Context: an optimization exercise on an open-source flow, tuned for small area, a short achievable clock period and few clock cycles per item. The choices shown serve that exercise and are no tape-out recipe. In this exercise RTL edits were held to simulation tests only and were not proved equivalent to the original. Power and IR drop assume default switching activity.

==> flow/design.v <==
`default_nettype none
package bpn_pkg;
    localparam int SAMPLE_W            = 16;
    localparam int PEAK_W              = SAMPLE_W + 1;
    localparam int FRAC_BITS           = SAMPLE_W - 1;
    localparam int DEFAULT_BLOCK_DEPTH = 64;
    localparam logic signed [SAMPLE_W-1:0] Q_POS_MAX = 16'sh7FFF;
    localparam logic signed [SAMPLE_W-1:0] Q_NEG_MAX = 16'sh8000;
    typedef struct packed {
        logic signed [SAMPLE_W-1:0] sample;
        logic                       end_of_block;
    } t_in_beat;
    typedef struct packed {
        logic signed [SAMPLE_W-1:0] norm_value;
        logic                       last_out;
        logic                       silent_block;
    } t_out_beat;
    typedef struct packed {
        logic                 start;
        logic [FRAC_BITS:0]   dividend;
        logic [PEAK_W-1:0]    divisor;
    } t_div_req;
    typedef struct packed {
        logic                 done;
        logic [FRAC_BITS-1:0] quot;
    } t_div_rsp;
endpackage
`default_nettype wire
`default_nettype none
module bpn_div (
    input  wire logic             i_clk,
    input  wire logic             i_rst_n,
    input  wire bpn_pkg::t_div_req i_req,
    output bpn_pkg::t_div_rsp     o_rsp
);
    localparam int PEAK_W = bpn_pkg::PEAK_W;
    localparam int FRAC_BITS = bpn_pkg::FRAC_BITS;
    localparam int CNT_W = $clog2(FRAC_BITS + 1);
    logic                 r_busy, n_busy;
    logic [CNT_W-1:0]     r_cnt, n_cnt;
    logic [PEAK_W-1:0]    r_rem, n_rem;
    logic [PEAK_W-1:0]    r_div, n_div;
    logic [FRAC_BITS-1:0] r_quot, n_quot;
    logic [PEAK_W:0]      w_shift;
    logic                 w_ge;
    logic                 w_fin;
    assign w_fin   = r_busy && (r_cnt == CNT_W'(FRAC_BITS));
    assign w_shift = {r_rem, 1'b0};
    assign w_ge    = w_shift >= {1'b0, r_div};
    always_comb begin
        n_busy = r_busy;
        n_cnt  = r_cnt;
        n_rem  = r_rem;
        n_div  = r_div;
        n_quot = r_quot;
        if (i_req.start) begin
            n_busy = 1'b1;
            n_cnt  = '0;
            n_rem  = PEAK_W'(i_req.dividend);
            n_div  = i_req.divisor;
        end else if (w_fin) begin
            n_busy = 1'b0;
        end else if (r_busy) begin
            n_rem  = w_ge ? PEAK_W'(w_shift - {1'b0, r_div}) : PEAK_W'(w_shift);
            n_quot = {r_quot[FRAC_BITS-2:0], w_ge};
            n_cnt  = CNT_W'(r_cnt + 1'b1);
        end
    end
    always_ff @(posedge i_clk) begin
        if (!i_rst_n) begin
            r_busy <= 1'b0;
            r_cnt  <= '0;
        end else begin
            r_busy <= n_busy;
            r_cnt  <= n_cnt;
        end
        r_rem  <= n_rem;
        r_div  <= n_div;
        r_quot <= n_quot;
    end
    assign o_rsp.done = w_fin;
    assign o_rsp.quot = r_quot;
endmodule
`default_nettype wire
`default_nettype none
module block_peak_normaliser #(
    parameter int BLOCK_DEPTH = bpn_pkg::DEFAULT_BLOCK_DEPTH
) (
    input  wire logic                          i_clk,
    input  wire logic                          i_rst_n,
    input  wire logic                          i_in_valid,
    output logic                               o_in_ready,
    input  wire logic [bpn_pkg::SAMPLE_W-1:0]  i_in_sample,
    input  wire logic                          i_in_end_of_block,
    output logic                               o_out_valid,
    input  wire logic                          i_out_ready,
    output logic [bpn_pkg::SAMPLE_W-1:0]       o_out_norm_value,
    output logic                               o_out_last,
    output logic                               o_out_silent_block
);
    localparam int SAMPLE_W  = bpn_pkg::SAMPLE_W;
    localparam int PEAK_W    = bpn_pkg::PEAK_W;
    localparam int FRAC_BITS = bpn_pkg::FRAC_BITS;
    localparam int ADDR_W    = (BLOCK_DEPTH > 1) ? $clog2(BLOCK_DEPTH) : 1;
    localparam int CNT_W     = $clog2(BLOCK_DEPTH + 1);
    typedef enum logic [4:0] {
        S_LOAD = 5'b00001,
        S_READ = 5'b00010,
        S_CALC = 5'b00100,
        S_DIV  = 5'b01000,
        S_PUT  = 5'b10000
    } t_state;
    t_state               r_state, n_state;
    logic [CNT_W-1:0]     r_fill, n_fill;
    logic [CNT_W-1:0]     r_idx, n_idx;
    logic [PEAK_W-1:0]    r_peak, n_peak;
    logic signed [SAMPLE_W-1:0] r_val, n_val;
    logic                 r_out_valid, n_out_valid;
    bpn_pkg::t_out_beat   r_out, n_out;
    logic signed [SAMPLE_W-1:0] r_store [BLOCK_DEPTH];
    logic signed [SAMPLE_W-1:0] r_rd_data;
    bpn_pkg::t_in_beat    w_in;
    logic                 w_in_acc;
    logic [CNT_W-1:0]     w_fill_inc;
    logic                 w_close;
    logic [PEAK_W-1:0]    w_in_mag;
    logic [PEAK_W-1:0]    w_rd_mag;
    logic                 w_silent;
    logic                 w_full_scale;
    logic                 w_last;
    logic                 w_out_free;
    bpn_pkg::t_div_req    w_div_req;
    bpn_pkg::t_div_rsp    w_div_rsp;
    function automatic logic [PEAK_W-1:0] f_mag(input logic signed [SAMPLE_W-1:0] s);
        logic [PEAK_W-1:0] ext;
        ext = {s[SAMPLE_W-1], s};
        f_mag = s[SAMPLE_W-1] ? PEAK_W'({PEAK_W{1'b0}} - ext) : ext;
    endfunction
    assign w_in.sample       = i_in_sample;
    assign w_in.end_of_block = i_in_end_of_block;
    assign o_in_ready = (r_state == S_LOAD);
    assign w_in_acc   = i_in_valid && o_in_ready;
    assign w_fill_inc = CNT_W'(r_fill + 1'b1);
    assign w_close    = w_in.end_of_block || (w_fill_inc == CNT_W'(BLOCK_DEPTH));
    assign w_in_mag   = f_mag(w_in.sample);
    assign w_rd_mag     = f_mag(r_rd_data);
    assign w_silent     = (r_peak == '0);
    assign w_full_scale = (w_rd_mag == r_peak);
    assign w_last       = (CNT_W'(r_idx + 1'b1) == r_fill);
    assign w_out_free   = !r_out_valid || i_out_ready;
    assign w_div_req.start    = (r_state == S_CALC) && !w_silent && !w_full_scale;
    assign w_div_req.dividend = w_rd_mag[FRAC_BITS:0];
    assign w_div_req.divisor  = r_peak;
    bpn_div u_div (
        .i_clk   (i_clk),
        .i_rst_n (i_rst_n),
        .i_req   (w_div_req),
        .o_rsp   (w_div_rsp)
    );
    always_comb begin
        n_state     = r_state;
        n_fill      = r_fill;
        n_idx       = r_idx;
        n_peak      = r_peak;
        n_val       = r_val;
        n_out_valid = r_out_valid;
        n_out       = r_out;
        if (r_out_valid && i_out_ready) begin
            n_out_valid = 1'b0;
        end
        case (r_state)
            S_LOAD: begin
                if (w_in_acc) begin
                    n_fill = w_fill_inc;
                    if (w_in_mag > r_peak) begin
                        n_peak = w_in_mag;
                    end
                    if (w_close) begin
                        n_idx   = '0;
                        n_state = S_READ;
                    end
                end
            end
            S_READ: begin
                n_state = S_CALC;
            end
            S_CALC: begin
                if (w_silent) begin
                    n_val   = '0;
                    n_state = S_PUT;
                end else if (w_full_scale) begin
                    n_val   = r_rd_data[SAMPLE_W-1] ? bpn_pkg::Q_NEG_MAX
                                                    : bpn_pkg::Q_POS_MAX;
                    n_state = S_PUT;
                end else begin
                    n_state = S_DIV;
                end
            end
            S_DIV: begin
                if (w_div_rsp.done) begin
                    n_val   = r_rd_data[SAMPLE_W-1]
                              ? SAMPLE_W'({SAMPLE_W{1'b0}} - {1'b0, w_div_rsp.quot})
                              : SAMPLE_W'({1'b0, w_div_rsp.quot});
                    n_state = S_PUT;
                end
            end
            S_PUT: begin
                if (w_out_free) begin
                    n_out_valid        = 1'b1;
                    n_out.norm_value   = r_val;
                    n_out.last_out     = w_last;
                    n_out.silent_block = w_silent;
                    if (w_last) begin
                        n_fill  = '0;
                        n_peak  = '0;
                        n_state = S_LOAD;
                    end else begin
                        n_idx   = CNT_W'(r_idx + 1'b1);
                        n_state = S_READ;
                    end
                end
            end
            default: begin
                n_state = S_LOAD;
            end
        endcase
    end
    always_ff @(posedge i_clk) begin
        if (!i_rst_n) begin
            r_state     <= S_LOAD;
            r_fill      <= '0;
            r_idx       <= '0;
            r_peak      <= '0;
            r_out_valid <= 1'b0;
        end else begin
            r_state     <= n_state;
            r_fill      <= n_fill;
            r_idx       <= n_idx;
            r_peak      <= n_peak;
            r_out_valid <= n_out_valid;
        end
        r_val <= n_val;
        r_out <= n_out;
    end
    always_ff @(posedge i_clk) begin
        if (w_in_acc) begin
            r_store[r_fill[ADDR_W-1:0]] <= w_in.sample;
        end
        r_rd_data <= r_store[r_idx[ADDR_W-1:0]];
    end
    assign o_out_valid        = r_out_valid;
    assign o_out_norm_value   = r_out.norm_value;
    assign o_out_last         = r_out.last_out;
    assign o_out_silent_block = r_out.silent_block;
endmodule
`default_nettype wire
==> flow/run.sh <==
#!/bin/bash
# synth_recipe.tcl (not shown) runs the flow's synth.tcl, then flattens the netlist and writes it again
# the make line also repeats each setting of config.mk as NAME=value (left out here)
make -C /OpenROAD-flow-scripts/flow DESIGN_CONFIG=/design/flow/config.mk WORK_HOME=/design/flow/orfs CLKGATE_MAP_FILE= SYNTH_SCRIPT=/design/flow/synth_recipe.tcl finish
==> flow/config.mk <==
export PLATFORM = sky130hd
export DESIGN_NAME = block_peak_normaliser
export DESIGN_NICKNAME = block_peak_normaliser
export VERILOG_FILES = /design/flow/design.v
export SDC_FILE = /design/flow/constraint.sdc
export NUM_CORES = 4
export LEC_CHECK = 0
export CAP_MARGIN = 20
export CORE_MARGIN = 2
export CORE_UTILIZATION = 40
export SLEW_MARGIN = 20
==> flow/constraint.sdc <==
create_clock -name core_clock -period 10.0 [get_ports {i_clk}]
set_input_delay 2.0000 -clock core_clock [delete_from_list [all_inputs] [get_ports {i_clk}]]
set_output_delay 2.0000 -clock core_clock [all_outputs]
set_load 0.01 [all_outputs]
==> results by group <==
Logic synthesis
  • Yosys warning total: 2
  • Mapped Nets: 2,409
  • Most common cell in the netlist: edfxtp_1
  • Post-Synth XOR/XNOR Area: 1.47%
  • Most frequent cells after synthesis: edfxtp_1, mux4_2, nor2_1, clkbuf_1, nand2_1
  • Adder-cell share of the synthesized area: 1.10%
  • Number of synthesized flops with an enable pin: 1,106
  • Synth unique cells: 78
  • Ys flop type: edfxtp_1
  • Flops & latches, synth: 1,165
  • Ys async rst share: 0%
  • Largest cells by area after synthesis: edfxtp_1, mux4_2, dfxtp_1
  • Synth top area share: 70.5%
  • Yosys top cell by area: edfxtp_1
  • Compound-gate portion of the synthesized area: 2.60%
  • Mapped Cells: 2,347
  • Post-synthesis sequential area ratio: 73.0%
  • Simple-Gate Fraction of Synth Area: 3.35%
  • Largest family of logic cells by synthesized area: multiplexers
  • Synthesized area: 47,100 um2
  • Syn avg cell area: 20.1 um2
  • Mux cell area share after synthesis: 17.0%

Placed design
  • Buffers on Ports: 40
  • Dpl hpwl: 69.4 mm
  • Gp weighted congestion: 0.894

Clocking
  • Clk slew on worst S/H paths: 60 ps
  • Hold_buf cts: 0
  • Skew-Pair Late Insertion Delay: 700 ps
  • Clock sinks: 1,165
  • CTS Buf Count: 115
  • CTS Root Cell: clkbuf_16
  • Setup bufs post-CTS: 0
  • # resized after CTS: 0
  • CTS H-tree lvls: 3
  • CTS tree: yes
  • Longest Clk Path Bufs: 3

Global route
  • Largest net degree at the start of global routing: 69
  • Vias in the first global route: 24,000
  • Initial antenna violation count: 13
  • Total grt overflow: 0
  • All-layer global routing usage: 19.3%
  • First-pass GRT wire length: 168 mm

Floorplanning
  • Row count: 125
  • Area of the die: 121,000 um2
  • Die height: 347 um
  • IO Pins: 41
  • Initial Util: 40.4%
  • Core Area: 117,000 um2
  • Chip Width: 347 um

Flow run
  • Max-capacitance violation count: 0

Setup path
  • Reg-to-Reg Start: r_idx[0]
  • Reg-to-reg endpoint: r_rd_data[12]
  • CP cell instances: buf_2 > buf_4 > nor4_2 > nand2_1 > or3_1 > o31ai_1 > xnor2_1 > ha_1 > nand4_1 > nor3_1 > o21ai_0 > a21oi_1 > o21ai_0 > a21oi_4 > mux2i_1
  • CP Launch Point: i_in_sample[3]
  • Slowest cell on crit path: nor4_2
  • Setup slack, reg-to-reg: 5460 ps
  • Setup Crit Path Kind: in2reg
  • Worst path required time: 10,600 ps
  • Setup crit end kind: flip-flop
  • Critical path fanouts, max: 68
  • Most common cell on crit path: o21ai_0
  • CP peak stage delay: 860 ps
  • Buf/Inv on CP: 2
  • Delay-heaviest family, CP: simple AND/OR/NAND/NOR gates
  • Worst r2r path cells: 5
  • Critical Path Source Type: input port
  • CP arrival: 6480 ps
  • CP endpoint: r_peak[5]
  • Worst path depth: 15

Run status
  • Status: timing/DRC/antenna clean

Timing
  • Slew headroom: 30.5%
  • Slew @ Worst Pin: 1040 ps
  • RSZ-0062 raised after global routing: no
  • Minimum clock period: 5880 ps
  • Final Setup Violations: 0
  • TNS Setup: 0 ps
  • Final period utilization: 58.8%
  • F_max: 170 MHz
  • Hold Slack: 420 ps
  • Skew final: 37.0 ps
  • Slew Limit Fails: 0
  • Final hold vios: 0

Route
  • Drt drc: 0
  • Via count: 23,500
  • Drt initial violations: 2,437
  • Routed wire per std cell: 28.4 um
  • Iteration count of the initial detailed-routing pass: 6
  • Routed Wire Length: 116 mm
  • Vias per cell: 5.72
  • ANT nets after route: 0

Final layout
  • Synth-to-Final Area Change: 13.2%
  • Final net count: 2,533
  • Layout cells sized above 1: 26.1%
  • Fill cells: 9,700

Pwr
  • Static Leak: 16.3 nW
  • Worst vdd ir: 0.155 mV
  • Pwr dens: 190 nW/um2

Min path
  • Hold/Removal Path Class: reg2reg
[cell families after synthesis]
family	after synthesis
DFF	1165
muxes	380
AOI/OAI and AO/OA	191
adders and majority gates	41
xor gates and xnor gates	69
other	1
buffers and inverters	172
and+or+nand+nor	328
[per-layer routing]
layer  GRT usage [%]  up-vias  routed length [um]
met5               0        -                  34
met4            5.45        6                2680
met3            2.77      153                6950
met2            32.8      809               58700
met1            26.0    12600               47900
li1                -     9902                   -
[per-stage QoR]
step	instance area (um2)	total power, mW	instances	util, %	worst slack, ps
after CTS	53300	10.2	4095	45.7	3930
after global placement	49600	6.11	3877	42.6	2740
final	53300	10.2	4098	45.8	4120
after global routing	53300	10.5	4095	45.8	3920
after detailed placement	49700	6.12	3878	42.6	3220
after floorplan	47100	5.88	2347	-	4900
[how the worst min path moves through the flow]
| stage | slack (ps) | from | cells past startpoint | endpoint |
|---|---|---|---|---|
| finish | 420 | r_val[0] | 0 | r_out[2] |
| global route | 420 | r_val[8] | 0 | r_out[10] |
| CTS | 420 | r_val[8] | 0 | r_out[10] |
| detailed placement | 410 | r_val[8] | 0 | r_out[10] |
| global placement | 410 | r_val[1] | 0 | r_out[3] |
| floorplan | 400 | r_val[8] | 0 | r_out[10] |
[layout make-up]
type | count | area (um2) | area share [%]
antenna | 3 | 7.51 | 0.0141
clock buffer | 149 | 3100 | 5.82
clock inverter | 68 | 495 | 0.929
inverter | 52 | 195 | 0.366
multi-input combinational | 1010 | 12200 | 23.0
sequential | 1165 | 34400 | 64.5
tap | 1524 | 1910 | 3.57
timing repair buffer | 127 | 977 | 1.83
[power by group]
group	switching [mW]	internal [mW]	total, mW
sequential	0.0592	5.40	5.46
clock	1.81	2.32	4.13
combinational	0.360	0.208	0.567
total	2.23	7.93	10.2
[registers in the layout, summed over array words and instances (netlist names)]
signal and cells:
u_div.r_cnt 4, r_out_valid 1, r_out 18, r_idx 7, r_peak 17, r_store 1024
r_rd_data 16, r_state 5, r_val 16, u_div.r_quot 15, u_div.r_rem 17, u_div.r_busy 1
r_fill 7, u_div.r_div 17
[cell usage in the layout, fill, tap and decap left out, types with 8 or more instances in the layout]
cell,n
nor2_4,20
edfxtp_1,1106
xnor2_1,38
nor2_1,91
or3_1,10
nand2b_1,9
nor4_1,10
nor3_1,19
xor2_1,25
nor2_2,22
clkbuf_16,119
nand3_1,14
clkbuf_1,28
nor2b_1,8
mux4_2,336
nand2_1,68
clkdlybuf4s50_1,24
o21a_1,9
buf_2,16
o31ai_1,10
buf_4,86
ha_1,40
o21ai_0,41
dfxtp_1,55
inv_1,50
a21oi_1,58
a21o_1,8
mux2i_1,42
o22ai_1,15
clkinv_2,19
nand4_1,11
clkinv_1,32
Testbench counts, summed over its fixed seeds: cycles 69,064, items 3,504.

separate check: timing with driven ports:
Ports are ideal in the flow. The routed layout listed here was re-timed in OpenROAD.
Step 1 assumes that a clkbuf_16 drives the clock port and a buf_2 every other input.
Step 2, shift: input delay + t, output delay - t, t = (earliest + latest rising clock arrival at the registers) / 2. This alone moves slack from input paths to output paths.
Slacks: no drivers / after step 1 / after step 2; pairs: no drivers / after step 1.
t, ns: 0.754
setup WS [ns]: 4.123 / 4.169 / 3.415
worst setup path at the end: input to register
clock arrival spread, ns: 0.038 / 0.037
slew at the worst register clock pin (ns): 0.07 / 0.07
After both steps this run still meets setup and hold. For this run, drivers alone change the setup slack by +0.046 ns; drivers and shift together by -0.708 ns.
